Source: an optimization exercise on an open RTL-to-GDS flow (aim: small area and a short achievable clock period). Production flows keep margins and buffers that such runs may drop.
RTL that was checked went through simulation tests only; none was proved equivalent to the original.
No functional check of the RTL was part of runs 1 and 2.
Power is estimated from default activity; no workload was simulated.

`flow/design.v`:
```
`default_nettype none
package synth_pkg;
    localparam int REG_W = 8;
    function automatic logic [8:0] add8(input logic [7:0] a, input logic [7:0] b,
                                        input logic ci);
        logic [8:0] s;
        logic       c;
        c = ci;
        for (int i = 0; i < 8; i++) begin
            s[i] = a[i] ^ b[i] ^ c;
            c    = (a[i] & b[i]) | (c & (a[i] ^ b[i]));
        end
        s[8] = c;
        add8 = s;
    endfunction
    function automatic logic [8:0] inc8(input logic [7:0] a, input logic ci);
        logic [8:0] s;
        logic       c;
        c = ci;
        for (int i = 0; i < 8; i++) begin
            s[i] = a[i] ^ c;
            c    = a[i] & c;
        end
        s[8] = c;
        inc8 = s;
    endfunction
endpackage
`default_nettype wire
`timescale 1ns/1ps
`default_nettype none
module spi_voice_regs #(
    parameter int NUM_VOICES = 4
) (
    input  wire logic                         clk,
    input  wire logic                         rst_n,
    input  wire logic                         spi_clk,
    input  wire logic                         spi_cs_n,
    input  wire logic                         spi_mosi,
    input  wire logic                         freq_busy,
    output logic [NUM_VOICES-1:0][15:0]       freq,
    output logic [NUM_VOICES-1:0][7:0]        pw,
    output logic [NUM_VOICES-1:0][7:0]        attack,
    output logic [NUM_VOICES-1:0][7:0]        attack_n,
    output logic [NUM_VOICES-1:0][7:0]        sustain,
    output logic [NUM_VOICES-1:0][7:0]        sustain_n,
    output logic [NUM_VOICES-1:0][3:0]        wave,      
    output logic [NUM_VOICES-1:0][3:0]        wave_n
);
    logic sclk_s1, sclk_s2, cs_n_s1, mosi_s1;
    logic [NUM_VOICES-1:0][15:0] freq_n;
    always_ff @(posedge clk or negedge rst_n) begin
        if (!rst_n) begin
            sclk_s1 <= 1'b0;
            sclk_s2 <= 1'b0;
            cs_n_s1 <= 1'b1;
            mosi_s1 <= 1'b0;
        end else begin
            sclk_s1 <= spi_clk;
            sclk_s2 <= sclk_s1;
            cs_n_s1 <= spi_cs_n;
            mosi_s1 <= spi_mosi;
        end
    end
    logic       sclk_rise;
    logic [3:0] bit_cnt;
    logic [4:0] hdr;        
    logic [6:0] dat;        
    logic       dat0;       
    logic       frame_done;
    logic       last;       
    assign sclk_rise  = sclk_s1 & ~sclk_s2;
    assign frame_done = ~cs_n_s1 & sclk_rise & last;
    always_ff @(posedge clk or negedge rst_n) begin
        if (!rst_n) begin
            bit_cnt <= '0;
            last    <= 1'b0;
        end else if (cs_n_s1) begin
            bit_cnt <= '0;
            last    <= 1'b0;
        end else if (sclk_rise) begin
            bit_cnt <= bit_cnt + 4'd1;
            last    <= (bit_cnt == 4'd14);
        end
    end
    always_ff @(posedge clk) begin
        if (sclk_rise && bit_cnt < 4'd5) hdr <= {hdr[3:0], mosi_s1};
        if (sclk_rise && bit_cnt[3] && !last) dat <= {dat[5:0], mosi_s1};
        if (sclk_rise && last) dat0 <= mosi_s1;
    end
    logic       is_f;       
    logic       pend_f;     
    logic       wr_now, wr_f;
    logic [7:0] wr_data;
    assign is_f = (hdr[4:3] == 2'b00);
    always_ff @(posedge clk or negedge rst_n) begin
        if (!rst_n) pend_f <= 1'b0;
        else        pend_f <= (pend_f | (frame_done & is_f)) & freq_busy;
    end
    assign wr_now  = frame_done;
    assign wr_f    = (frame_done | pend_f) & ~freq_busy;
    assign wr_data = {dat, pend_f ? dat0 : mosi_s1};
    always_comb begin
        freq_n    = freq;
        wave_n    = wave;
        attack_n  = attack;
        sustain_n = sustain;
        for (int v = 0; v < NUM_VOICES; v++) begin
            if (hdr[1:0] == 2'(v)) begin
                case (hdr[4:2])
                    3'd0: if (wr_f)   freq_n[v][7:0]  = wr_data;
                    3'd1: if (wr_f)   freq_n[v][15:8] = wr_data;
                    3'd4: if (wr_now) attack_n[v]  = wr_data;
                    3'd5: if (wr_now) sustain_n[v] = wr_data;
                    3'd6: if (wr_now) wave_n[v]    = {wr_data[6], wr_data[5], wr_data[4], wr_data[0]};
                    default: ;
                endcase
            end
        end
    end
    always_ff @(posedge clk or negedge rst_n) begin
        if (!rst_n) begin
            freq    <= '0;
            pw      <= '0;
            attack  <= '0;
            sustain <= '0;
            wave    <= '0;
        end else begin
            freq    <= freq_n;
            wave    <= wave_n;
            attack  <= attack_n;
            sustain <= sustain_n;
            if (wr_now) begin
                for (int v = 0; v < NUM_VOICES; v++) begin
                    if (hdr[1:0] == 2'(v)) begin
                        if (hdr[4:2] == 3'd2) pw[v]      <= wr_data;
                    end
                end
            end
        end
    end
endmodule
`default_nettype wire
`timescale 1ns/1ps
`default_nettype none
module sid_voice (
    input  wire logic        clk,
    input  wire logic        rst_n,
    input  wire logic        is254,
    input  wire logic        step_en,
    input  wire logic        at_tick,
    input  wire logic        pass2,
    input  wire logic [15:0] freq,
    input  wire logic [7:0]  pw,
    input  wire logic [7:0]  attack,
    input  wire logic [7:0]  attack_n,
    input  wire logic [7:0]  sustain,
    input  wire logic [7:0]  sustain_n,
    input  wire logic [3:0]  wave,
    input  wire logic [3:0]  wave_n,
    input  wire logic        gate_n,
    output logic      [7:0]  m
);
    localparam logic [2:0] S_IDLE = 3'd0, S_ATK = 3'd1, S_DEC = 3'd2,
                           S_SUS = 3'd3, S_REL = 3'd4;
    logic [15:0] acc;    
    logic [7:0]  p;      
    logic        ca;     
    logic        cb;     
    logic        c16;    
    logic [16:0] acc_sum;
    logic [8:0]  sa, sb, sc;
    logic [8:0]  p_inc;
    logic [7:0]  p_step;
    assign acc_sum   = {1'b0, acc} + {1'b0, freq};
    assign c16       = acc_sum[16] & step_en;
    assign sa        = synth_pkg::add8({2'b0, acc[5:0]},   {2'b0, freq[5:0]   & {6{step_en}}}, 1'b0);
    assign sb        = synth_pkg::add8({3'b0, acc[10:6]},  {3'b0, freq[10:6]  & {5{at_tick}}}, ca);
    assign sc        = synth_pkg::add8({3'b0, acc[15:11]}, {3'b0, freq[15:11] & {5{pass2}}},   cb);
    assign p_inc     = synth_pkg::inc8(p, 1'b1);
    assign p_step    = c16 ? p_inc[7:0] : p;
    always_ff @(posedge clk or negedge rst_n) begin
        if (!rst_n) begin
            acc <= '0;
            p   <= '0;
            ca  <= 1'b0;
            cb  <= 1'b0;
        end else begin
            ca          <= sa[6] & step_en;
            cb          <= sb[5] & at_tick;
            acc[5:0]    <= sa[5:0];
            acc[10:6]   <= sb[4:0];
            acc[15:11]  <= sc[4:0];
            p           <= p_step;
        end
    end
    logic [7:0] env;
    logic [2:0] st;
    logic [2:0] gst;
    logic [7:0] nenv, opb, sus_lvl, cval;
    logic [3:0] nib;
    logic [8:0] esum;
    logic       is_atk, is_dec, is_rel, done, done_n;
    always_comb begin
        gst = st;
        if (gate_n && (st == S_IDLE || st == S_REL)) gst = S_ATK;
        else if (!gate_n && (st == S_ATK || st == S_DEC || st == S_SUS)) gst = S_REL;
    end
    logic [8:0] atk_t;
    logic [9:0] dx, dy, dz, ds, dc, dsum;
    assign atk_t = {1'b0, env} + 9'(attack_n[3:0]) + 9'd2;
    assign dx    = {2'b0, env};
    assign dy    = {2'b0, ~sustain_n[3:0], ~sustain_n[3:0]};
    assign dz    = {2'b0, 4'hF, ~attack_n[7:4]};
    assign ds    = dx ^ dy ^ dz;
    assign dc    = ((dx & dy) | (dx & dz) | (dy & dz)) << 1;
    assign dsum  = ds + dc;
    always_comb begin
        case (gst)
            S_ATK:   done_n = atk_t[8];
            S_DEC:   done_n = ~dsum[9];
            default: done_n = {1'b0, env} <= 9'(sustain_n[7:4]) + 9'd1;
        endcase
    end
    always_ff @(posedge clk or negedge rst_n) begin
        if (!rst_n) begin
            is_atk <= 1'b0;
            is_dec <= 1'b0;
            is_rel <= 1'b0;
        end else begin
            is_atk <= is254 & (gst == S_ATK);
            is_dec <= is254 & (gst == S_DEC);
            is_rel <= is254 & (gst == S_REL);
        end
    end
    always_ff @(posedge clk) begin
        done <= done_n;
    end
    assign sus_lvl = {sustain[3:0], sustain[3:0]};
    assign nib  = is_dec ? attack[7:4] : sustain[7:4];
    assign opb  = is_atk ? {4'b0000, attack[3:0]} : {4'b1111, ~nib};
    assign esum = {1'b0, env} + {1'b0, opb} + 9'(is_atk);
    assign cval = is_atk ? 8'hFF : (is_dec ? sus_lvl : 8'h00);
    assign nenv = (is_atk | is_dec | is_rel) ? (done ? cval : esum[7:0]) : env;
    always_ff @(posedge clk or negedge rst_n) begin
        if (!rst_n) begin
            env <= '0;
            st  <= S_IDLE;
        end else begin
            env <= nenv;
            if (is_atk)      st <= done ? S_DEC  : S_ATK;
            else if (is_dec) st <= done ? S_SUS  : S_DEC;
            else if (is_rel) st <= done ? S_IDLE : S_REL;
        end
    end
    logic [3:0] xlo_n, xhi, w_lo;
    logic       g_n;
    assign xlo_n = (wave_n[2] ? p_step[3:0] : 4'hF) &
                   (wave_n[1] ? ({p_step[2:0], 1'b0} ^ {4{p_step[7]}}) : 4'hF);
    assign xhi   = (wave[2] ? p[7:4] : 4'hF) & (wave[1] ? (p[6:3] ^ {4{p[7]}}) : 4'hF);
    assign g_n   = (wave[1] | wave[2] | wave[3]) & (~wave[3] | (p < pw));
    logic        use_m;
    logic [11:0] o0, o1, o2, o3, o4, s1, c1, s2, c2, s3, c3, part;
    assign o0 = 12'(m & {8{use_m}});
    assign o1 = 12'(env & {8{w_lo[0]}});
    assign o2 = 12'(env & {8{w_lo[1]}}) << 1;
    assign o3 = 12'(env & {8{w_lo[2]}}) << 2;
    assign o4 = 12'(env & {8{w_lo[3]}}) << 3;
    assign s1 = o0 ^ o1 ^ o2;
    assign c1 = ((o0 & o1) | (o0 & o2) | (o1 & o2)) << 1;
    assign s2 = s1 ^ c1 ^ o3;
    assign c2 = ((s1 & c1) | (s1 & o3) | (c1 & o3)) << 1;
    assign s3 = s2 ^ c2 ^ o4;
    assign c3 = ((s2 & c2) | (s2 & o4) | (c2 & o4)) << 1;
    assign part = s3 + c3;
    always_ff @(posedge clk) begin
        w_lo  <= step_en ? xlo_n : (xhi & {4{g_n}});
        use_m <= at_tick & g_n;
        m     <= part[11:4];
    end
endmodule
`default_nettype wire
`timescale 1ns/1ps
`default_nettype none
module voice_mixer #(
    parameter int NUM_VOICES = 4,
    parameter int MIX_W      = 10
) (
    input  wire logic                             clk,
    input  wire logic                             rst_n,
    input  wire logic [NUM_VOICES-1:0][7:0]       level,
    output logic                                  is254,
    output logic                                  step_en,
    output logic                                  at_tick,
    output logic                                  pass2,
    output logic                                  freq_busy,
    output logic      [MIX_W-1:0]                 sample,
    output logic                                  sample_valid
);
    logic [7:0] div_cnt;
    logic       seen;       
    logic       out_en;
    assign freq_busy = step_en | at_tick;
    always_ff @(posedge clk or negedge rst_n) begin
        if (!rst_n) begin
            div_cnt <= '0;
            seen    <= 1'b0;
            is254   <= 1'b0;
            step_en <= 1'b0;
            at_tick <= 1'b0;
            pass2   <= 1'b0;
            out_en  <= 1'b0;
        end else begin
            div_cnt <= div_cnt + 8'd1;
            if (step_en) seen <= 1'b1;
            is254   <= (div_cnt == 8'd253);
            step_en <= is254;
            at_tick <= step_en;
            pass2   <= at_tick;
            out_en  <= pass2 & seen;
        end
    end
    logic [MIX_W-1:0] l0, l1, l2, l3, s1, c1, s2, c2, level_sum;
    assign l0 = MIX_W'(level[0]);
    assign l1 = MIX_W'(level[1]);
    assign l2 = MIX_W'(level[2]);
    assign l3 = MIX_W'(level[3]);
    assign s1 = l0 ^ l1 ^ l2;
    assign c1 = ((l0 & l1) | (l0 & l2) | (l1 & l2)) << 1;
    assign s2 = s1 ^ c1 ^ l3;
    assign c2 = ((s1 & c1) | (s1 & l3) | (c1 & l3)) << 1;
    assign level_sum = s2 + c2;
    always_ff @(posedge clk or negedge rst_n) begin
        if (!rst_n) begin
            sample       <= '0;
            sample_valid <= 1'b0;
        end else begin
            sample_valid <= out_en;
            if (out_en) sample <= level_sum;
        end
    end
endmodule
`default_nettype wire
`timescale 1ns/1ps
`default_nettype none
module sid_synth_top #(
    parameter  int NUM_VOICES = 4,
    parameter  int SAMPLE_DIV = 256,
    localparam int MIX_W      = synth_pkg::REG_W + 2
) (
    input  wire logic             clk,
    input  wire logic             rst_n,
    input  wire logic             spi_clk,
    input  wire logic             spi_cs_n,
    input  wire logic             spi_mosi,
    output logic      [MIX_W-1:0] sample,
    output logic                  sample_valid
);
    logic [NUM_VOICES-1:0][15:0] freq;
    logic [NUM_VOICES-1:0][7:0]  pw, attack, attack_n, sustain, sustain_n, level;
    logic [NUM_VOICES-1:0][3:0]  wave, wave_n;
    logic                        is254, step_en, at_tick, pass2, freq_busy;
    spi_voice_regs #(
        .NUM_VOICES (NUM_VOICES)
    ) u_regs (
        .clk      (clk),
        .rst_n    (rst_n),
        .spi_clk  (spi_clk),
        .spi_cs_n (spi_cs_n),
        .spi_mosi (spi_mosi),
        .freq_busy(freq_busy),
        .freq     (freq),
        .pw       (pw),
        .attack   (attack),
        .attack_n (attack_n),
        .sustain  (sustain),
        .sustain_n(sustain_n),
        .wave     (wave),
        .wave_n   (wave_n)
    );
    for (genvar v = 0; v < NUM_VOICES; v++) begin : g_voice
        sid_voice u_voice (
            .clk     (clk),
            .rst_n   (rst_n),
            .is254   (is254),
            .step_en (step_en),
            .at_tick (at_tick),
            .pass2   (pass2),
            .freq    (freq[v]),
            .pw      (pw[v]),
            .attack  (attack[v]),
            .attack_n(attack_n[v]),
            .sustain (sustain[v]),
            .sustain_n(sustain_n[v]),
            .wave    (wave[v]),
            .wave_n  (wave_n[v]),
            .gate_n  (wave_n[v][0]),
            .m       (level[v])
        );
    end
    voice_mixer #(
        .NUM_VOICES (NUM_VOICES),
        .MIX_W      (MIX_W)
    ) u_mixer (
        .clk          (clk),
        .rst_n        (rst_n),
        .level        (level),
        .is254        (is254),
        .step_en      (step_en),
        .at_tick      (at_tick),
        .pass2        (pass2),
        .freq_busy    (freq_busy),
        .sample       (sample),
        .sample_valid (sample_valid)
    );
endmodule
`default_nettype wire
```
`flow/run.sh`:
```
#!/bin/bash
# synth_recipe.tcl (not shown) runs the flow's synth.tcl, then flattens the netlist and writes it again
# the make line also repeats each setting of config.mk as NAME=value (left out here)
make -C /OpenROAD-flow-scripts/flow DESIGN_CONFIG=/design/flow/config.mk WORK_HOME=/design/flow/orfs CLKGATE_MAP_FILE= SYNTH_SCRIPT=/design/flow/synth_recipe.tcl finish
```
`flow/config.mk`:
```
export PLATFORM = sky130hd
export DESIGN_NAME = sid_synth_top
export DESIGN_NICKNAME = sid_synth_top
export VERILOG_FILES = /design/flow/design.v
export SDC_FILE = /design/flow/constraint.sdc
export NUM_CORES = 4
export LEC_CHECK = 0
export ABC_AREA = 1
export CAP_MARGIN = 20
export CORE_MARGIN = 2
export CORE_UTILIZATION = 40
export CTS_CLUSTER_DIAMETER = 90
export CTS_CLUSTER_SIZE = 25
export SETUP_SLACK_MARGIN = 3.6
export SLEW_MARGIN = 20
```
`flow/constraint.sdc`:
```
create_clock -name core_clock -period 7.0 [get_ports {clk}]
set_input_delay 1.4000 -clock core_clock [delete_from_list [all_inputs] [get_ports {clk}]]
set_output_delay 1.4000 -clock core_clock [all_outputs]
set_load 0.01 [all_outputs]
```
==> summary.txt, run 1 <==
* Final Hold Vio Count at 0
* Power per Cell Area at 141 mW/mm^2
* Clock slew at reported path FFs at 0.10 ns
* Final nets at 3,846
* Die area at 0.0745 sq mm
* Final setup viols at 0
* Area after DPL at roughly 0.03 sq mm
* Worst slew margin at 35.1%
* XOR/XNOR share of the synthesized area at 1.97%
* RSZ-0062 raised after global routing: yes
* Sequential area share after synthesis at between 30 and 40%
* Vias in the first global route at 21,509
* CTS tree: done
* Filler Cells Inserted at 7,036
* Vias at approximately 22,000
* Starting density of the core at between 40% and 50%
* Share of cells above drive strength 1 at 7.66%
* Register area at 0.0109 sq mm
* Largest net degree at the start of global routing at 144
* Multiplexer share of the synthesized area at 0%
* Area grow syn2layout at 9.54%
* Post-synthesis average cell area at 8.59 sq um
* Hold Slack at around 0.44 ns
* Top cell type's share of synthesized area at 32.0%
* Worst min path class: reg2reg
* CTS hold repair buffers at 0
* Setup CP Type: reg2reg
* Max VDD drop at 0.000120 V
* Number of enable flip-flop cells after synthesis at 13
* Critical Path AT at 3.87 ns
* Top_reg_cell synth: dfrtp_1
* Die Ht at 273 microns
* Clk sink count at 440
* Vias per inst at 4.99
* Largest family of logic cells by synthesized area: adder cells
* Cell taking the most area after synthesis: dfrtp_1
* Max-Cap Viols at 0
* H-tree depth at 1
* Footprint of the multi-input gates at 0.0157 sq mm
* N_diodes at 0
* WHS Endpoint: u_regs.sclk_s2
* Status: finished clean
* Clk latency of the worst-skew pair at 0.60 ns
* Max Fclk at ~300 MHz
* Antenna violations before repair at 0
* CP Max Fanout at 4
* DRC marker count from the first detailed-route iteration at ~1,400
* Root Buffer: clkbuf_16
* Die W at approximately 270 microns
* Mapped Nets at 3,822
* Synth Area in Compound Gates at a little over a tenth
* Synthesis-stage register bit count at 440
* Synthesized area at 0.0289 sq mm
* Commonest cells after routing, fill and taps aside: 806 x nand2_1, 610 x inv_1, 340 x dfrtp_1, 266 x ha_1, 187 x o21ai_0
* Routed len/inst at roughly 16 microns
* R2R Path Start: g_voice[3].u_voice.env[2]
* Synth cell types at 50
* FFs w/ async S/R, synth at ~84%
* R2R depth at 14
* Hold path startpoint: u_regs.sclk_s1
* Clock Tree Buf Depth at 3
* Core region area at 0.0716 sq mm
* Post-route setup TNS at 0 ns
* Drt first pass iters at 5
* Drc violations at 0
* Fin area at 0.0317 sq mm
* Startpoint types: register
* Critical path endpoint category: register
* Critical path required time at 7.53 ns
* Yosys warning total at 3
* Synth Area in Simple Gates at roughly 17%
* Overflow after GRT at 0
* I/O pin total at 16
* Global-route usage over all layers at 19.3%
* Final HPWL DP at 52,100 microns
* Most common cell after layout, fill and taps aside: nand2_1
* Final worst-path cycle share at 47.6%
* Std cell rows at 98
* Post-synthesis adder-cell area fraction at between 20% and 30%
* Final Critical Period at 3.33 ns
* First-pass GRT wire length at ~120,000 microns
* CTS buffer count at 25
* Worst-Margin Slew at 0.966 ns
* GPL Wtd Cong at 0.879
* Hold Path Stages at 0
* Setup Skew at 0.0204 ns
* R2R Setup Slk at 3.67 ns
* Leakage power at 16.5 nW
* Post-Syn Instances at 3,367
* Final Max Tran Viols at 0
* Antenna Nets Post-Route at 0
* IO buf count at 15
* Final WL at 70,200 microns
* RR Endpoint: g_voice[3].u_voice.m[7]
* Ranking of synthesized cells by area: dfrtp_1 32%, fa_1 12%, ha_1 12%, nand2_1 11%, inv_1 8.0%
## through the flow
step | std cells | setup slack, ns | utilization (%) | total power, mW
CTS | 4326 | 3.47 | 43.5 | 4.52
finish | 4358 | 3.67 | 44.3 | 4.47
floorplan | 3367 | 3.57 | - | 2.72
detailed placement | 4259 | 3.34 | 41.9 | 2.81
global route | 4358 | 3.50 | 44.3 | 4.64
global placement | 4259 | 3.36 | 41.9 | 2.80
## registers in the layout, summed over array words and instances (netlist names), 16 cells and up
signal	cells
g_voice.u_voice.acc	64
u_regs.wave	16
g_voice.u_voice.env	32
u_regs.freq	64
g_voice.u_voice.m	32
u_regs.sustain	32
g_voice.u_voice.p	32
g_voice.u_voice.w_lo	16
u_regs.attack	32
u_regs.pw	32
## power breakdown
group / internal, mW / switching, mW
registers: 2.56 / 0.0271
clock network: 0.746 / 0.968
logic: 0.0448 / 0.116
## cell families (layout without fill, tap and decap cells)
group | count (synthesis) | after routing
AND/OR/NAND/NOR | 1177 | 1177
flip-flops | 440 | 440
XOR/XNOR | 65 | 65
adder cells (fa/ha/maj) | 450 | 450
AO/OA/AOI/OAI | 533 | 533
buffers and inverters | 702 | 743
## how the worst max path moves through the flow
stage	to	depth (start not counted)	from
2_1_floorplan	g_voice[3].u_voice.m[7]	14	g_voice[3].u_voice.env[2]
3_3_place_gp	g_voice[3].u_voice.m[7]	14	g_voice[3].u_voice.w_lo[1]
3_5_place_dp	g_voice[3].u_voice.m[7]	14	g_voice[3].u_voice.env[2]
4_1_cts	g_voice[2].u_voice.m[7]	14	g_voice[2].u_voice.env[5]
5_1_grt	g_voice[2].u_voice.m[7]	14	g_voice[2].u_voice.env[2]
6_report	g_voice[3].u_voice.m[7]	14	g_voice[3].u_voice.env[2]
## cell type report
type / instances / area share (%)
inverters: 624 / 7.45
multi-input cells: 2225 / 49.7
repair buffers: 74 / 2.15
repair inverters: 1 / 0.0237
clock buffers: 31 / 2.08
flip-flops and latches: 440 / 34.4
well taps: 950 / 3.75
clock inverters: 13 / 0.517
## worst max-delay path, cell delays in order, from the launching register on
cell and delay (ns):
dfrtp_2 0.43, nand2_4 0.06, fa_1 0.55, fa_1 0.42
fa_1 0.45, nor4_2 0.30, inv_1 0.12, fa_2 0.37
o21ai_2 0.16, a21oi_1 0.08, inv_1 0.07, a21oi_2 0.06
inv_1 0.07, a21oi_2 0.04, o21bai_1 0.10
## routing by layer
metal	part of all wire, %	up-vias	wire length, microns	track usage [%]
met5	0	-	0	0
met4	2.5	0	1780	5.08
met3	4.4	90	3080	2.17
met2	46	401	32000	31.1
met1	47	10520	33300	27.6
li1	-	10742	-	-
## synth_stat cells (all sizes together), types with 5 or more instances
cell    number
buf         20
a21oi      165
dfxtp       56
nand2      830
ha         270
inv        623
edfxtp      13
nand3      154
xnor2       27
o21a        13
a221oi       6
o21ai      221
nor4         7
nor2       132
o211ai      14
dfrtp      370
a21boi       6
o22ai       50
a211oi       5
nand3b      13
clkbuf      58
a21o         7
o21bai       8
nand4       18
fa         180
a22oi       31
nor3        17
xor2        38
## repair_timing
action | CTS | global route
buffers inserted | 23 | 31
setup endpoints to repair | 17 | 20
gates resized for setup | 53 | 86
pin swaps | 1 | 23
cloned | 0 | 1
==> inputs of run 2 (changes only) <==
--- a/flow/design.v
+++ b/flow/design.v
@@ -64,8 +64,7 @@
     logic       sclk_rise;
     logic [3:0] bit_cnt;
     logic [4:0] hdr;        
-    logic [6:0] dat;        
-    logic       dat0;       
+    logic [7:0] dat;        
     logic       frame_done;
     logic       last;       
     assign sclk_rise  = sclk_s1 & ~sclk_s2;
@@ -84,8 +83,7 @@
     end
     always_ff @(posedge clk) begin
         if (sclk_rise && bit_cnt < 4'd5) hdr <= {hdr[3:0], mosi_s1};
-        if (sclk_rise && bit_cnt[3] && !last) dat <= {dat[5:0], mosi_s1};
-        if (sclk_rise && last) dat0 <= mosi_s1;
+        if (sclk_rise) dat <= {dat[6:0], mosi_s1};
     end
     logic       is_f;       
     logic       pend_f;     
@@ -98,7 +96,7 @@
     end
     assign wr_now  = frame_done;
     assign wr_f    = (frame_done | pend_f) & ~freq_busy;
-    assign wr_data = {dat, pend_f ? dat0 : mosi_s1};
+    assign wr_data = pend_f ? dat : {dat[6:0], mosi_s1};
     always_comb begin
         freq_n    = freq;
         wave_n    = wave;
@@ -173,9 +171,9 @@
     logic [7:0]  p_step;
     assign acc_sum   = {1'b0, acc} + {1'b0, freq};
     assign c16       = acc_sum[16] & step_en;
-    assign sa        = synth_pkg::add8({2'b0, acc[5:0]},   {2'b0, freq[5:0]   & {6{step_en}}}, 1'b0);
-    assign sb        = synth_pkg::add8({3'b0, acc[10:6]},  {3'b0, freq[10:6]  & {5{at_tick}}}, ca);
-    assign sc        = synth_pkg::add8({3'b0, acc[15:11]}, {3'b0, freq[15:11] & {5{pass2}}},   cb);
+    assign sa        = synth_pkg::add8({2'b0, acc[5:0]},   {2'b0, freq[5:0]},   1'b0);
+    assign sb        = synth_pkg::add8({3'b0, acc[10:6]},  {3'b0, freq[10:6]},  ca);
+    assign sc        = synth_pkg::add8({3'b0, acc[15:11]}, {3'b0, freq[15:11]}, cb);
     assign p_inc     = synth_pkg::inc8(p, 1'b1);
     assign p_step    = c16 ? p_inc[7:0] : p;
     always_ff @(posedge clk or negedge rst_n) begin
@@ -187,10 +185,10 @@
         end else begin
             ca          <= sa[6] & step_en;
             cb          <= sb[5] & at_tick;
-            acc[5:0]    <= sa[5:0];
-            acc[10:6]   <= sb[4:0];
-            acc[15:11]  <= sc[4:0];
             p           <= p_step;
+            if (step_en) acc[5:0]   <= sa[5:0];
+            if (at_tick) acc[10:6]  <= sb[4:0];
+            if (pass2)   acc[15:11] <= sc[4:0];
         end
     end
     logic [7:0] env;
@@ -221,19 +219,11 @@
             default: done_n = {1'b0, env} <= 9'(sustain_n[7:4]) + 9'd1;
         endcase
     end
-    always_ff @(posedge clk or negedge rst_n) begin
-        if (!rst_n) begin
-            is_atk <= 1'b0;
-            is_dec <= 1'b0;
-            is_rel <= 1'b0;
-        end else begin
-            is_atk <= is254 & (gst == S_ATK);
-            is_dec <= is254 & (gst == S_DEC);
-            is_rel <= is254 & (gst == S_REL);
-        end
-    end
     always_ff @(posedge clk) begin
-        done <= done_n;
+        is_atk <= (gst == S_ATK);
+        is_dec <= (gst == S_DEC);
+        is_rel <= (gst == S_REL);
+        done   <= done_n;
     end
     assign sus_lvl = {sustain[3:0], sustain[3:0]};
     assign nib  = is_dec ? attack[7:4] : sustain[7:4];
@@ -245,7 +235,7 @@
         if (!rst_n) begin
             env <= '0;
             st  <= S_IDLE;
-        end else begin
+        end else if (step_en) begin
             env <= nenv;
             if (is_atk)      st <= done ? S_DEC  : S_ATK;
             else if (is_dec) st <= done ? S_SUS  : S_DEC;
--- a/flow/config.mk
+++ b/flow/config.mk
@@ -5,11 +5,10 @@
 export SDC_FILE = /design/flow/constraint.sdc
 export NUM_CORES = 4
 export LEC_CHECK = 0
-export ABC_AREA = 1
 export CAP_MARGIN = 20
 export CORE_MARGIN = 2
 export CORE_UTILIZATION = 40
 export CTS_CLUSTER_DIAMETER = 90
 export CTS_CLUSTER_SIZE = 25
-export SETUP_SLACK_MARGIN = 3.6
+export SETUP_SLACK_MARGIN = 3.5
 export SLEW_MARGIN = 20
==> summary.txt, run 2 <==
* Final Power at 4.57 mW (was 4.47 mW)
* Root Buffer: clkbuf_16 (unchanged)
* Die Ht at 272 microns (was 273 microns)
* Synthesis-stage register bit count at 440 (unchanged)
* CTS hold repair buffers at 0 (unchanged)
* Final Util at 45.0% (was 44.3%)
* Area after DPL at 0.0300 sq mm (about the same)
* Antenna Nets Post-Route at 0 (unchanged)
* Final WL at 68,300 microns (was 70,200 microns)
* Share of cells above drive strength 1 at 13.5% (was 7.66%)
* Final setup margin at 3.32 ns (was 3.67 ns)
* Antenna violations before repair at 1 (was 0)
* Worst min path class: reg2reg (unchanged)
* Placed insts at 3,754 (was 4,259)
* Power per Cell Area at 142 mW/mm^2 (was 141 mW/mm^2)
* Worst slew margin at 44.4% (was 35.1%)
* Final nets at 3,378 (was 3,846)
* Post-synth top cells: 358 x dfrtp_1, 328 x nand2_1, 326 x inv_1 (was 820 x nand2_1, 619 x inv_1, 370 x dfrtp_1)
* Clk sink count at 440 (unchanged)
* IO buf count at 15 (unchanged)
* I/O pin total at 16 (unchanged)
* Final worst-path cycle share at 52.6% (was 47.6%)
* XOR/XNOR share of the synthesized area at 3.13% (was 1.97%)
* Post-Syn Instances at 2,864 (was 3,367)
* DRC marker count from the first detailed-route iteration at 1,205 (was 1,434)
* Overflow after GRT at 0 (unchanged)
* Mapped Nets at 3,315 (was 3,822)
* Setup CP Type: reg2reg (unchanged)
* FFs w/ async S/R, synth at 81.6% (was 84.3%)
* Number of enable flip-flop cells after synthesis at 13 (unchanged)
* Status: finished clean (unchanged)
* Clk latency of the worst-skew pair at 0.61 ns (was 0.60 ns)
* Multiplexer share of the synthesized area at 4.63% (was 0%)
* Area grow syn2layout at 11.6% (was 9.54%)
* Filler Cells Inserted at 6,733 (was 7,036)
* First-pass GRT wire length at 113,000 microns (was 116,000 microns)
* Ranking of synthesized cells by area: dfrtp_1 31%, fa_1 13%, ha_1 12%, dfxtp_1 4.7%, nand2_1 4.3% (was dfrtp_1 32%, fa_1 12%, ha_1 12%, nand2_1 11%, inv_1 8.0%)
* Dpl ws at 3.07 ns (was 3.34 ns)
* Clock slew at reported path FFs at 0.09 ns (was 0.10 ns)
* Cell taking the most area after synthesis: dfrtp_1 (unchanged)
* Synth cell types at 89 (was 50)
* Final Max Tran Viols at 0 (unchanged)
* Top cell type's share of synthesized area at 31.1% (was 32.0%)
* Worst-Margin Slew at 0.834 ns (was 0.966 ns)
* Fin area at 0.0321 sq mm (was 0.0317 sq mm)
* CTS tree: done (unchanged)
* RSZ-0062 raised after global routing: yes (unchanged)
* Setup Skew at 0.0220 ns (was 0.0204 ns)
* Post-synthesis adder-cell area fraction at 24.4% (was 24.1%)
* Max-Cap Viols at 0 (unchanged)
* Top_reg_cell synth: dfrtp_1 (unchanged)
* H-tree depth at 1 (unchanged)
* Clock Tree Buf Depth at 3 (unchanged)
* Sequential area share after synthesis at 37.3% (about the same)
* Drc violations at 0 (unchanged)
* Max Fclk at 272 MHz (was 300 MHz)
* Cell with the most instances after synthesis: dfrtp_1 (was nand2_1)
* Post-route setup TNS at 0 ns (unchanged)
* Hold Slack at 0.366 ns (was 0.438 ns)
* Synth Area in Compound Gates at 12.8% (was 10.6%)
* Final Hold Vio Count at 0 (unchanged)
* Startpoint types: register (unchanged)
* Die area at 0.0741 sq mm (was 0.0745 sq mm)
* Vias at 20,447 (was 21,753)
* Largest net degree at the start of global routing at 103 (was 144)
* Vias in the first global route at 21,569 (was 21,509)
* Yosys warning total at 3 (unchanged)
* N_diodes at 0 (unchanged)
* Post-synthesis average cell area at 10.0 sq um (was 8.59 sq um)
* Critical path endpoint category: register (unchanged)
* Critical Path AT at 4.22 ns (was 3.87 ns)
* Final setup viols at 0 (unchanged)
* Final Critical Period at 3.68 ns (was 3.33 ns)
* Synth Area in Simple Gates at 12.2% (was 16.8%)
* Critical path required time at 7.54 ns (was 7.53 ns)
* Most common cell after layout, fill and taps aside: dfrtp_1 (was nand2_1)
* GPL Wtd Cong at 0.889 (was 0.879)
* Std cell rows at 98 (unchanged)
* Starting density of the core at 40.3% (was 40.4%)
* Max VDD drop at 0.000174 V (was 0.000120 V)
* Die W at 272 microns (was 273 microns)
* Commonest cells after routing, fill and taps aside: 335 x dfrtp_1, 320 x inv_1, 315 x nand2_1, 262 x ha_1, 195 x o21ai_0 (was 806 x nand2_1, 610 x inv_1, 340 x dfrtp_1, 266 x ha_1, 187 x o21ai_0)
* Final cell count without fillers at 3,899 (was 4,358)
* CP Max Fanout at 2 (was 4)
* Drt first pass iters at 5 (unchanged)
* Final HPWL DP at 50,100 microns (was 52,100 microns)
* Global-route usage over all layers at 18.8% (was 19.3%)
* Routed len/inst at 17.5 microns (was 16.1 microns)
* Largest family of logic cells by synthesized area: adder cells (unchanged)
* Leakage power at 15.5 nW (was 16.5 nW)
* Synthesized area at 0.0288 sq mm (was 0.0289 sq mm)
* Core region area at 0.0714 sq mm (was 0.0716 sq mm)
* Vias per inst at 5.24 (was 4.99)
* CTS buffer count at 28 (was 25)
* Largest registers: g_voice.u_voice.acc x64, u_regs.freq x64 (unchanged)
==> run 2: cell families after synthesis <==
logic type,Yosys count
adder cells (fa/ha/maj),454
XOR/XNOR,102
AND/OR/NAND/NOR,741
multiplexers,121
flip-flops,440
buffers and inverters,419
AO/OA/AOI/OAI,587
==> run 2: power breakdown <==
| group | internal [mW] | leakage [nW] | switching, mW |
|---|---|---|---|
| combinational | 0.0161 | 9.39 | 0.0716 |
| sequential | 2.54 | 5.64 | 0.00820 |
| clock | 0.897 | 0.493 | 1.03 |
| total | 3.46 | 15.5 | 1.11 |
==> run 2: per-layer routing <==
layer  share of wire (%)  track usage, %  vias to the layer above  wire length [microns]
met4                 3.1            5.45                        0                   2090
met5                   0               0                        -                      0
met2                  49            33.1                      335                  33500
li1                    -               -                     9806                      -
met3                 3.3            2.09                      100                   2240
met1                  45            24.4                    10206                  30400
==> run 2: cell type report <==
class / count / area [sq um] / area share (%)
multi-input cells: 2005 / 16800 / 52.2
inverters: 327 / 1230 / 3.82
clock inverters: 22 / 279 / 0.869
flip-flops and latches: 440 / 10800 / 33.8
clock buffers: 30 / 739 / 2.30
repair buffers: 125 / 1060 / 3.29
well taps: 950 / 1190 / 3.70
==> run 2: repair_timing <==
action                     4_1_cts  5_1_grt
gates cloned                     0        0
pin swaps                       42       45
setup buffers                   50       43
setup endpoints to repair       20       25
resized for setup               78       53
==> run 2: path summary, 6_finish.rpt <==
check | from | slack (ns) | endpoint | cells after the start
setup / recovery | g_voice[3].u_voice.env[3] | 3.32 | g_voice[3].u_voice.m[7] | 13
hold / removal | u_mixer.is254 | 0.37 | u_mixer.step_en | 0
setup reg to reg | g_voice[3].u_voice.env[3] | 3.32 | g_voice[3].u_voice.m[7] | 13
hold reg to reg | u_mixer.is254 | 0.37 | u_mixer.step_en | 0
max in group asynchronous | rst_n | 4.81 | g_voice[3].u_voice.acc[3] | 2
min in group asynchronous | rst_n | 0.84 | g_voice[2].u_voice.acc[0] | 1
==> run 2: worst max-delay path, cell delays in order, from the launching register on <==
cell	delay (ns)
dfrtp_2	0.44
nand2_1	0.09
fa_1	0.44
fa_1	0.52
fa_1	0.41
or4_4	0.51
fa_2	0.41
nor2b_1	0.12
o21ai_1	0.07
nand2b_1	0.10
a21o_1	0.13
a21o_1	0.15
a21o_1	0.13
a21o_1	0.10
==> inputs of run 3 (changes only) <==
--- a/flow/design.v
+++ b/flow/design.v
@@ -24,6 +24,29 @@
         s[8] = c;
         inc8 = s;
     endfunction
+    function automatic logic carry16(input logic [15:0] a, input logic [15:0] b,
+                                     input logic ci);
+        logic [15:0] g, p;
+        logic [7:0]  g1, p1;
+        logic [3:0]  g2, p2;
+        logic [1:0]  g3, p3;
+        g = a & b;
+        p = a | b;
+        g[0] = g[0] | (p[0] & ci);
+        for (int i = 0; i < 8; i++) begin
+            g1[i] = g[2*i+1] | (p[2*i+1] & g[2*i]);
+            p1[i] = p[2*i+1] & p[2*i];
+        end
+        for (int i = 0; i < 4; i++) begin
+            g2[i] = g1[2*i+1] | (p1[2*i+1] & g1[2*i]);
+            p2[i] = p1[2*i+1] & p1[2*i];
+        end
+        for (int i = 0; i < 2; i++) begin
+            g3[i] = g2[2*i+1] | (p2[2*i+1] & g2[2*i]);
+            p3[i] = p2[2*i+1] & p2[2*i];
+        end
+        carry16 = g3[1] | (p3[1] & g3[0]);
+    endfunction
 endpackage
 `default_nettype wire
 `timescale 1ns/1ps
@@ -64,7 +87,8 @@
     logic       sclk_rise;
     logic [3:0] bit_cnt;
     logic [4:0] hdr;        
-    logic [7:0] dat;        
+    logic [6:0] dat;        
+    logic       dat0;       
     logic       frame_done;
     logic       last;       
     assign sclk_rise  = sclk_s1 & ~sclk_s2;
@@ -83,7 +107,8 @@
     end
     always_ff @(posedge clk) begin
         if (sclk_rise && bit_cnt < 4'd5) hdr <= {hdr[3:0], mosi_s1};
-        if (sclk_rise) dat <= {dat[6:0], mosi_s1};
+        if (sclk_rise && bit_cnt[3] && !last) dat <= {dat[5:0], mosi_s1};
+        if (sclk_rise && last) dat0 <= mosi_s1;
     end
     logic       is_f;       
     logic       pend_f;     
@@ -96,7 +121,7 @@
     end
     assign wr_now  = frame_done;
     assign wr_f    = (frame_done | pend_f) & ~freq_busy;
-    assign wr_data = pend_f ? dat : {dat[6:0], mosi_s1};
+    assign wr_data = {dat, pend_f ? dat0 : mosi_s1};
     always_comb begin
         freq_n    = freq;
         wave_n    = wave;
@@ -165,15 +190,13 @@
     logic        ca;     
     logic        cb;     
     logic        c16;    
-    logic [16:0] acc_sum;
     logic [8:0]  sa, sb, sc;
     logic [8:0]  p_inc;
     logic [7:0]  p_step;
-    assign acc_sum   = {1'b0, acc} + {1'b0, freq};
-    assign c16       = acc_sum[16] & step_en;
-    assign sa        = synth_pkg::add8({2'b0, acc[5:0]},   {2'b0, freq[5:0]},   1'b0);
-    assign sb        = synth_pkg::add8({3'b0, acc[10:6]},  {3'b0, freq[10:6]},  ca);
-    assign sc        = synth_pkg::add8({3'b0, acc[15:11]}, {3'b0, freq[15:11]}, cb);
+    assign c16       = synth_pkg::carry16(acc, freq, 1'b0) & step_en;
+    assign sa        = synth_pkg::add8({2'b0, acc[5:0]},   {2'b0, freq[5:0]   & {6{step_en}}}, 1'b0);
+    assign sb        = synth_pkg::add8({3'b0, acc[10:6]},  {3'b0, freq[10:6]  & {5{at_tick}}}, ca);
+    assign sc        = synth_pkg::add8({3'b0, acc[15:11]}, {3'b0, freq[15:11] & {5{pass2}}},   cb);
     assign p_inc     = synth_pkg::inc8(p, 1'b1);
     assign p_step    = c16 ? p_inc[7:0] : p;
     always_ff @(posedge clk or negedge rst_n) begin
@@ -185,10 +208,10 @@
         end else begin
             ca          <= sa[6] & step_en;
             cb          <= sb[5] & at_tick;
+            acc[5:0]    <= sa[5:0];
+            acc[10:6]   <= sb[4:0];
+            acc[15:11]  <= sc[4:0];
             p           <= p_step;
-            if (step_en) acc[5:0]   <= sa[5:0];
-            if (at_tick) acc[10:6]  <= sb[4:0];
-            if (pass2)   acc[15:11] <= sc[4:0];
         end
     end
     logic [7:0] env;
@@ -203,27 +226,37 @@
         if (gate_n && (st == S_IDLE || st == S_REL)) gst = S_ATK;
         else if (!gate_n && (st == S_ATK || st == S_DEC || st == S_SUS)) gst = S_REL;
     end
-    logic [8:0] atk_t;
-    logic [9:0] dx, dy, dz, ds, dc, dsum;
-    assign atk_t = {1'b0, env} + 9'(attack_n[3:0]) + 9'd2;
+    logic       atk_end, dec_end;
+    logic [4:0] a1;
+    logic [9:0] dx, dy, dz, ds, dc;
+    assign a1      = {1'b0, attack_n[3:0]} + 5'd1;
+    assign atk_end = synth_pkg::carry16({8'h00, env}, {11'h7F8, a1}, 1'b1);
     assign dx    = {2'b0, env};
     assign dy    = {2'b0, ~sustain_n[3:0], ~sustain_n[3:0]};
     assign dz    = {2'b0, 4'hF, ~attack_n[7:4]};
     assign ds    = dx ^ dy ^ dz;
     assign dc    = ((dx & dy) | (dx & dz) | (dy & dz)) << 1;
-    assign dsum  = ds + dc;
+    assign dec_end = ~synth_pkg::carry16({7'h7F, ds[8:0]}, {7'h00, dc[8:0]}, 1'b0);
     always_comb begin
         case (gst)
-            S_ATK:   done_n = atk_t[8];
-            S_DEC:   done_n = ~dsum[9];
+            S_ATK:   done_n = atk_end;
+            S_DEC:   done_n = dec_end;
             default: done_n = {1'b0, env} <= 9'(sustain_n[7:4]) + 9'd1;
         endcase
     end
+    always_ff @(posedge clk or negedge rst_n) begin
+        if (!rst_n) begin
+            is_atk <= 1'b0;
+            is_dec <= 1'b0;
+            is_rel <= 1'b0;
+        end else begin
+            is_atk <= is254 & (gst == S_ATK);
+            is_dec <= is254 & (gst == S_DEC);
+            is_rel <= is254 & (gst == S_REL);
+        end
+    end
     always_ff @(posedge clk) begin
-        is_atk <= (gst == S_ATK);
-        is_dec <= (gst == S_DEC);
-        is_rel <= (gst == S_REL);
-        done   <= done_n;
+        done <= done_n;
     end
     assign sus_lvl = {sustain[3:0], sustain[3:0]};
     assign nib  = is_dec ? attack[7:4] : sustain[7:4];
@@ -235,7 +268,7 @@
         if (!rst_n) begin
             env <= '0;
             st  <= S_IDLE;
-        end else if (step_en) begin
+        end else begin
             env <= nenv;
             if (is_atk)      st <= done ? S_DEC  : S_ATK;
             else if (is_dec) st <= done ? S_SUS  : S_DEC;
--- a/flow/config.mk
+++ b/flow/config.mk
@@ -5,10 +5,11 @@
 export SDC_FILE = /design/flow/constraint.sdc
 export NUM_CORES = 4
 export LEC_CHECK = 0
+export ABC_AREA = 1
 export CAP_MARGIN = 20
 export CORE_MARGIN = 2
 export CORE_UTILIZATION = 40
 export CTS_CLUSTER_DIAMETER = 90
 export CTS_CLUSTER_SIZE = 25
-export SETUP_SLACK_MARGIN = 3.5
+export SETUP_SLACK_MARGIN = 3.6
 export SLEW_MARGIN = 20
==> summary.txt, run 3 <==
* Vias in the first global route at 21,499 (was 21,569)
* Ranking of synthesized cells by area: dfrtp_1 32%, fa_1 13%, nand2_1 12%, inv_1 7.5%, ha_1 7.2% (was dfrtp_1 31%, fa_1 13%, ha_1 12%, dfxtp_1 4.7%, nand2_1 4.3%)
* Routed len/inst at 16.2 microns (was 17.5 microns)
* Leakage power at 15.8 nW (was 15.5 nW)
* Share of cells above drive strength 1 at 10.0% (was 13.5%)
* Antenna violations before repair at 0 (was 1)
* Std cell rows at 98 (unchanged)
* FFs w/ async S/R, synth at 84.3% (was 81.6%)
* Final setup margin at 3.67 ns (was 3.32 ns)
* Die Ht at 272 microns (about the same)
* Worst slew margin at 38.8% (was 44.4%)
* Top_reg_cell synth: dfrtp_1 (unchanged)
* Clock Tree Buf Depth at 3 (unchanged)
* Drt first pass iters at 5 (unchanged)
* Post-synthesis average cell area at 8.28 sq um (was 10.0 sq um)
* Cell taking the most area after synthesis: dfrtp_1 (unchanged)
* Startpoint types: register (unchanged)
* CTS hold repair buffers at 0 (unchanged)
* Area after DPL at 0.0298 sq mm (was 0.0300 sq mm)
* Critical Path AT at 3.84 ns (was 4.22 ns)
* Critical path required time at 7.51 ns (was 7.54 ns)
* RSZ-0062 raised after global routing: yes (unchanged)
* Clock slew at reported path FFs at 0.10 ns (was 0.09 ns)
* Core region area at 0.0712 sq mm (was 0.0714 sq mm)
* H-tree depth at 1 (unchanged)
* Setup Skew at 0.0341 ns (was 0.0220 ns)
* Worst-Margin Slew at 0.919 ns (was 0.834 ns)
* Placed insts at 4,358 (was 3,754)
* Power per Cell Area at 147 mW/mm^2 (was 142 mW/mm^2)
* Final nets at 3,867 (was 3,378)
* Final WL at 72,500 microns (was 68,300 microns)
* Filler Cells Inserted at 6,943 (was 6,733)
* First-pass GRT wire length at 118,000 microns (was 113,000 microns)
* Overflow after GRT at 0 (unchanged)
* Register area at 0.0109 sq mm (was 0.0108 sq mm)
* R2R Setup Slk at 3.67 ns (was 3.32 ns)
* Die W at 272 microns (about the same)
* Largest net degree at the start of global routing at 146 (was 103)
* Root Buffer: clkbuf_16 (unchanged)
* Post-Syn Instances at 3,471 (was 2,864)
* Area grow syn2layout at 10.7% (was 11.6%)
* Number of enable flip-flop cells after synthesis at 13 (unchanged)
* Final Max Tran Viols at 0 (unchanged)
* RR Endpoint: g_voice[3].u_voice.m[7] (unchanged)
* Commonest cells after routing, fill and taps aside: 889 x nand2_1, 571 x inv_1, 343 x dfrtp_1, 201 x o21ai_0, 180 x nor2_1 (was 335 x dfrtp_1, 320 x inv_1, 315 x nand2_1, 262 x ha_1, 195 x o21ai_0)
* Final setup viols at 0 (unchanged)
* IO buf count at 15 (unchanged)
* Worst path cell trace: buf_4 -> nand2_1 -> fa_1 -> fa_1 -> fa_1 -> inv_1 -> ha_1 -> a21oi_2 -> nand2_2 -> a21oi_2 -> inv_1 -> a21oi_2 -> inv_1 -> a21oi_2 -> o21bai_1 (was nand2_1 -> fa_1 -> fa_1 -> fa_1 -> or4_4 -> fa_2 -> nor2b_1 -> o21ai_1 -> nand2b_1 -> a21o_1 -> a21o_1 -> a21o_1 -> a21o_1)
* R2R Path Start: g_voice[3].u_voice.use_m (was g_voice[3].u_voice.env[3])
* I/O pin total at 16 (unchanged)
* Sequential area share after synthesis at 37.6% (was 37.3%)
* Max-Cap Viols at 0 (unchanged)
* Top cell type's share of synthesized area at 32.2% (was 31.1%)
* Largest registers: g_voice.u_voice.acc x64, u_regs.freq x64 (unchanged)
* Max Fclk at 300 MHz (was 272 MHz)
* Synthesis-stage register bit count at 440 (unchanged)
* N_diodes at 0 (unchanged)
* Final cell count without fillers at 4,489 (was 3,899)
* Hold Path Stages at 0 (unchanged)
* Mapped Nets at 3,822 (was 3,315)
* Vias per inst at 5.00 (was 5.24)
* Clk latency of the worst-skew pair at 0.63 ns (was 0.61 ns)
* Max VDD drop at 0.000199 V (was 0.000174 V)
* CP dominant cell by count: a21oi_2 (was a21o_1)
* Final Hold Vio Count at 0 (unchanged)
* Footprint of the multi-input gates at 0.0156 sq mm (was 0.0168 sq mm)
* CP max stage delay at 0.51 ns (was 0.52 ns)
* Clk sink count at 440 (unchanged)
* Dpl ws at 3.29 ns (was 3.07 ns)
* Most common cell after layout, fill and taps aside: nand2_1 (was dfrtp_1)
* Synth cell types at 58 (was 89)
* GPL Wtd Cong at 0.888 (was 0.889)
* Vias at 22,451 (was 20,447)
* CTS buffer count at 29 (was 28)
* DRC marker count from the first detailed-route iteration at 1,923 (was 1,205)
* Die area at 0.0740 sq mm (was 0.0741 sq mm)
* Final worst-path cycle share at 47.6% (was 52.6%)
* Synthesized area at 0.0287 sq mm (was 0.0288 sq mm)
* Starting density of the core at 40.3% (about the same)
* Yosys warning total at 3 (unchanged)
* Worst min path class: reg2reg (unchanged)
* Cell with the most instances after synthesis: nand2_1 (was dfrtp_1)
* Status: finished clean (unchanged)
* Fin area at 0.0318 sq mm (was 0.0321 sq mm)
* Post-synth top cells: 905 x nand2_1, 573 x inv_1, 370 x dfrtp_1 (was 358 x dfrtp_1, 328 x nand2_1, 326 x inv_1)
* Hold path startpoint: u_regs.sclk_s1 (was u_mixer.is254)
* Global-route usage over all layers at 19.9% (was 18.8%)
* Final HPWL DP at 53,000 microns (was 50,100 microns)
* R2R depth at 15 (was 13)
* WHS Endpoint: u_regs.sclk_s2 (was u_mixer.step_en)
* Final Critical Period at 3.33 ns (was 3.68 ns)
* Antenna Nets Post-Route at 0 (unchanged)
* Post-route setup TNS at 0 ns (unchanged)
* Slowest library cell on the worst path: fa_1 (unchanged)
* CP Max Fanout at 4 (was 2)
* CTS tree: done (unchanged)
* Critical path endpoint category: register (unchanged)
* Drc violations at 0 (unchanged)
* Setup CP Type: reg2reg (unchanged)
run 3: cells by family (layout without fill, tap and decap cells):
logic type      count (synthesis)  count (layout)  share of synthesized area, %
xor+xnor                       62              62                          1.89
buf+inv                       686             754                          9.27
simple gates                 1376            1376                          20.4
flops                         440             440                          37.6
fa+ha+maj                     346             346                          19.8
compound gates                561             561                          11.1
run 3: how the worst max path moves through the flow:
stage	start	slack, ns	to	cells past startpoint
3_3_place_gp	g_voice[0].u_voice.env[3]	3.36	g_voice[0].u_voice.m[7]	14
3_5_place_dp	u_mixer.step_en	3.29	g_voice[1].u_voice.ca	13
4_1_cts	g_voice[3].u_voice.m[5]	3.60	g_voice[3].u_voice.m[7]	14
6_report	g_voice[3].u_voice.use_m	3.67	g_voice[3].u_voice.m[7]	15
2_1_floorplan	g_voice[0].u_voice.w_lo[1]	3.57	g_voice[0].u_voice.m[7]	15
5_1_grt	g_voice[0].u_voice.use_m	3.45	g_voice[0].u_voice.m[7]	14
run 3: power by group:
group          switching, mW  internal [mW]  leakage (nW)  total (mW)
combinational          0.120         0.0473          9.65       0.168
sequential            0.0282           2.56          5.69        2.59
clock                   1.08          0.843         0.489        1.93
run 3: metrics by stage:
step / util [%] / hold slack [ns] / power, mW
after floorplan: - / 0.349 / 2.73
after global placement: 41.8 / 0.409 / 2.81
after detailed placement: 41.8 / 0.421 / 2.81
after CTS: 43.7 / 0.445 / 4.75
after global routing: 44.7 / 0.468 / 4.86
final: 44.7 / 0.442 / 4.69
run 3: critical path, delay by kind of cell, from the launching register on:
family | cells | cell delay (ns)
compound gates | 5 | 0.63
fa+ha+maj | 4 | 1.80
buf+inv | 4 | 0.29
flops | 1 | 0.37
simple gates | 2 | 0.15
run 3: layer usage:
| metal | track usage [%] | share of wire, % | up-vias |
|---|---|---|---|
| met1 | 29.4 | 48 | 10801 |
| met2 | 31.9 | 45 | 473 |
| met4 | 4.02 | 2.0 | 0 |
| met5 | 0 | 0 | - |
| met3 | 1.89 | 4.5 | 83 |
| li1 | - | - | 11094 |
run 3: final cells by class:
cell class                      instances  area share [%]
Multi-Input combinational cell       2345            49.0
Clock inverter                         20           0.830
Clock buffer                           34            2.37
Inverter                              597            7.07
Sequential cell                       440            34.3
Tap cell                              950            3.74
Timing Repair Buffer                  103            2.77
run 3: timing repair:
item                                    4_1_cts  5_1_grt
setup buffers                                29       48
pin swaps                                     0       34
resized for setup                            59       86
endpoints found under the setup margin       16       22
==> inputs of run 4 (changes only) <==
--- a/flow/config.mk
+++ b/flow/config.mk
@@ -11,5 +11,5 @@
 export CORE_UTILIZATION = 40
 export CTS_CLUSTER_DIAMETER = 90
 export CTS_CLUSTER_SIZE = 25
-export SETUP_SLACK_MARGIN = 3.6
+export SETUP_SLACK_MARGIN = 3.8
 export SLEW_MARGIN = 20
==> summary.txt, run 4 <==
* Switching power at 1.11 mW (was 1.23 mW)
* Clock slew at reported path FFs at 0.11 ns (was 0.10 ns)
* Critical path endpoint category: register (unchanged)
* Root Buffer: clkbuf_16 (unchanged)
* Starting density of the core at 40.3% (unchanged)
* Cell taking the most area after synthesis: dfrtp_1 (unchanged)
* Overflow after GRT at 0 (unchanged)
* Filler Cells Inserted at 6,973 (was 6,943)
* Grt met1 use at 29.4% (about the same)
* Worst slew margin at 35.4% (was 38.8%)
* Post-synth top cells: 905 x nand2_1, 573 x inv_1, 370 x dfrtp_1 (unchanged)
* DRC marker count from the first detailed-route iteration at 1,698 (was 1,923)
* Clk latency of the worst-skew pair at 0.59 ns (was 0.63 ns)
* Post-Syn Instances at 3,471 (unchanged)
* Critical Path AT at 3.73 ns (was 3.84 ns)
* Met2 Track Usage GR at 32.3% (was 31.9%)
* Part of the power in registers at 56.7% (was 55.3%)
* Std cell rows at 98 (unchanged)
* Hold Slack at 0.434 ns (was 0.442 ns)
* RSZ-0062 raised after global routing: yes (unchanged)
* Sw frac at 24.3% (was 26.3%)
* Commonest cells after routing, fill and taps aside: 875 x nand2_1, 564 x inv_1, 339 x dfrtp_1, 196 x o21ai_0, 178 x nor2_1 (was 889 x nand2_1, 571 x inv_1, 343 x dfrtp_1, 201 x o21ai_0, 180 x nor2_1)
* Top_reg_cell synth: dfrtp_1 (unchanged)
* First-pass GRT wire length at 120,000 microns (was 118,000 microns)
* N_diodes at 0 (unchanged)
* Max-Cap Viols at 0 (unchanged)
* Vias in the first global route at 21,821 (was 21,499)
* Final Hold Vio Count at 0 (unchanged)
* Grt peak-use layer: met2 (unchanged)
* Die area at 0.0740 sq mm (unchanged)
* Logic pwr share at 3.8% (was 3.6%)
* Cell with the most instances after synthesis: nand2_1 (unchanged)
* Clk sink count at 440 (unchanged)
* Synthesized area at 0.0287 sq mm (unchanged)
* Setup CP Type: reg2reg (unchanged)
* Core region area at 0.0712 sq mm (unchanged)
* Die Ht at 272 microns (unchanged)
* P_int at 3.47 mW (was 3.46 mW)
* Status: finished clean (unchanged)
* Clock share of power at 39.5% (was 41.1%)
* Final Max Tran Viols at 0 (unchanged)
* Post-synthesis average cell area at 8.28 sq um (unchanged)
* Yosys warning total at 3 (unchanged)
* Post-route setup TNS at 0 ns (unchanged)
* Final worst-path cycle share at 46.7% (was 47.6%)
* Antenna violations before repair at 0 (unchanged)
* Area grow syn2layout at 11.7% (was 10.7%)
* Startpoint types: register (unchanged)
* FFs w/ async S/R, synth at 84.3% (unchanged)
* I/O pin total at 16 (unchanged)
* Most common cell after layout, fill and taps aside: nand2_1 (unchanged)
* Worst-Margin Slew at 0.961 ns (was 0.919 ns)
* H-tree depth at 1 (unchanged)
* Vias per inst at 5.01 (was 5.00)
* Sequential area share after synthesis at 37.6% (unchanged)
* Power per Cell Area at 143 mW/mm^2 (was 147 mW/mm^2)
* Vias at 22,532 (was 22,451)
* Mapped Nets at 3,822 (unchanged)
* Drc violations at 0 (unchanged)
* Critical path required time at 7.47 ns (was 7.51 ns)
* Worst min path class: reg2reg (unchanged)
* Global-route usage over all layers at 20.1% (was 19.9%)
* Setup Skew at 0.0223 ns (was 0.0341 ns)
* CTS buffer count at 25 (was 29)
* Final setup viols at 0 (unchanged)
* Met3 Usage GRT at 1.97% (was 1.89%)
* CP Max Fanout at 4 (unchanged)
* Number of enable flip-flop cells after synthesis at 13 (unchanged)
* CTS hold repair buffers at 0 (unchanged)
* Final HPWL DP at 53,900 microns (was 53,000 microns)
* Final nets at 3,877 (was 3,867)
* Largest registers: g_voice.u_voice.acc x64, u_regs.freq x64 (unchanged)
* Largest net degree at the start of global routing at 112 (was 146)
* Cell family with most CP delay: adder cells (unchanged)
* CP max stage delay at 0.51 ns (about the same)
* IO buf count at 15 (unchanged)
* Die W at 272 microns (unchanged)
* Max Fclk at 306 MHz (was 300 MHz)
* Worst path cell trace: nand2_1 -> fa_1 -> fa_1 -> fa_1 -> nor2_1 -> nand3b_1 -> fa_2 -> o21ai_2 -> a21oi_1 -> inv_1 -> a21oi_2 -> buf_4 -> xor2_1 (was buf_4 -> nand2_1 -> fa_1 -> fa_1 -> fa_1 -> inv_1 -> ha_1 -> a21oi_2 -> nand2_2 -> a21oi_2 -> inv_1 -> a21oi_2 -> inv_1 -> a21oi_2 -> o21bai_1)
* Share of cells above drive strength 1 at 11.7% (was 10.0%)
* CP dominant cell by count: fa_1 (was a21oi_2)
* Final WL at 73,900 microns (was 72,500 microns)
* Max VDD drop at 0.000144 V (was 0.000199 V)
* Top cell type's share of synthesized area at 32.2% (unchanged)
* Final Critical Period at 3.27 ns (was 3.33 ns)
* CTS tree: done (unchanged)
* Synth cell types at 58 (unchanged)
* Clock Tree Buf Depth at 3 (unchanged)
* Buf/Inv on CP at 2 (was 4)
* Ranking of synthesized cells by area: dfrtp_1 32%, fa_1 13%, nand2_1 12%, inv_1 7.5%, ha_1 7.2% (unchanged)
* GPL Wtd Cong at 0.916 (was 0.888)
* Slowest library cell on the worst path: fa_1 (unchanged)
* Antenna Nets Post-Route at 0 (unchanged)
* Leakage power at 15.9 nW (was 15.8 nW)
* Synthesis-stage register bit count at 440 (unchanged)
* Drt first pass iters at 6 (was 5)
* Routed len/inst at 16.4 microns (was 16.2 microns)
-- run 4: kinds of logic (layout without fill, tap and decap cells) --
logic type / after synthesis / count (layout) / synth area share, %
buffers and inverters: 686 / 757 / 9.27
DFF: 440 / 440 / 37.6
xor gates and xnor gates: 62 / 62 / 1.89
and+or+nand+nor: 1376 / 1377 / 20.4
AOI/OAI and AO/OA: 561 / 561 / 11.1
adders and majority gates: 346 / 346 / 19.8
-- run 4: layer usage --
metal	part of all wire (%)	wire, microns
met2	46	33900
met4	2.2	1600
met1	48	35400
met5	0	0
met3	4.1	3010
-- run 4: area by class of cell --
type | count | area, sq um | area share, %
Multi-Input combinational cell | 2346 | 15800 | 49.3
Clock buffer | 31 | 658 | 2.05
Clock inverter | 13 | 235 | 0.733
Timing Repair Buffer | 116 | 1020 | 3.17
Sequential cell | 440 | 10900 | 34.0
Tap cell | 950 | 1190 | 3.70
Inverter | 597 | 2250 | 7.02
-- run 4: power by group through the flow --
stage	sequential (mW)	clock (mW)	combinational, mW
detailed placement	2.65	0	0.166
floorplan	2.63	0	0.0962
finish	2.59	1.81	0.174
global placement	2.65	0	0.164
CTS	2.59	1.87	0.169
global route	2.60	1.96	0.200
-- run 4: timing repair --
action,4_1_cts,5_1_grt
gates cloned,0,2
endpoints found under the setup margin,26,36
pin swaps,22,49
setup buffers,55,36
gates resized for setup,82,113
-- run 4: worst paths after layout --
kind                       depth (start not counted)                         to  slack [ns]                       from
max in group asynchronous                          2  g_voice[0].u_voice.env[3]        5.02                      rst_n
setup reg to reg                                  13    g_voice[1].u_voice.m[5]        3.73  g_voice[1].u_voice.env[3]
setup / recovery                                  13    g_voice[1].u_voice.m[5]        3.73  g_voice[1].u_voice.env[3]
hold / removal                                     0             u_regs.sclk_s2        0.43             u_regs.sclk_s1
min in group asynchronous                          1            u_regs.freq[11]        0.77                      rst_n
hold reg to reg                                    0             u_regs.sclk_s2        0.43             u_regs.sclk_s1
-- run 4: worst reg2reg max path, stage by stage (launching register included) --
cell and delay (ns):
dfrtp_2 0.46, nand2_1 0.11, fa_1 0.43, fa_1 0.51, fa_1 0.40, nor2_1 0.09, nand3b_1 0.13, fa_2 0.41
o21ai_2 0.14, a21oi_1 0.08, inv_1 0.07, a21oi_2 0.06, buf_4 0.13, xor2_1 0.12
-- run 4: per-stage QoR --
step                      std cells  power [mW]  cell area [sq um]  worst slack, ns  utilization (%)
after floorplan                3471        2.73              28900             3.76                -
after detailed placement       4356        2.81              29800             3.51             41.9
after CTS                      4455        4.63              31400             3.73             44.1
after global routing           4493        4.75              32100             3.53             45.0
after global placement         4356        2.81              29800             3.54             41.9
final                          4493        4.58              32100             3.73             45.0

-- afterwards: timing with drivers on the ports --
Ports are ideal in the flow. The routed layouts listed here were re-timed in OpenROAD. Step 1 sets driving cells, clkbuf_16 on the clock port and buf_2 on the other inputs (assumed; they add their load-dependent delay and slew). Step 2 times the ports against the registers' clock, not the clock port: input delays grow and output delays shrink by t, the midpoint of the rising clock arrivals with the driver on. Slacks: no drivers / after step 1 / after step 2; pairs: no drivers / after step 1.
run | t (ns) | setup slack, ns | hold slack, ns | slew at the worst register clock pin (ns)
run 1 | 0.647 | 3.665 / 3.665 / 3.665 | 0.438 / 0.438 / 0.438 | 0.11 / 0.11
run 2 | 0.659 | 3.317 / 3.317 / 3.317 | 0.366 / 0.366 / 0.366 | 0.10 / 0.10
run 3 | 0.674 | 3.671 / 3.671 / 3.671 | 0.442 / 0.442 / 0.442 | 0.10 / 0.10
run 4 | 0.637 | 3.733 / 3.733 / 3.733 | 0.434 / 0.434 / 0.434 | 0.11 / 0.11
After both steps setup and hold are still met in every run listed.
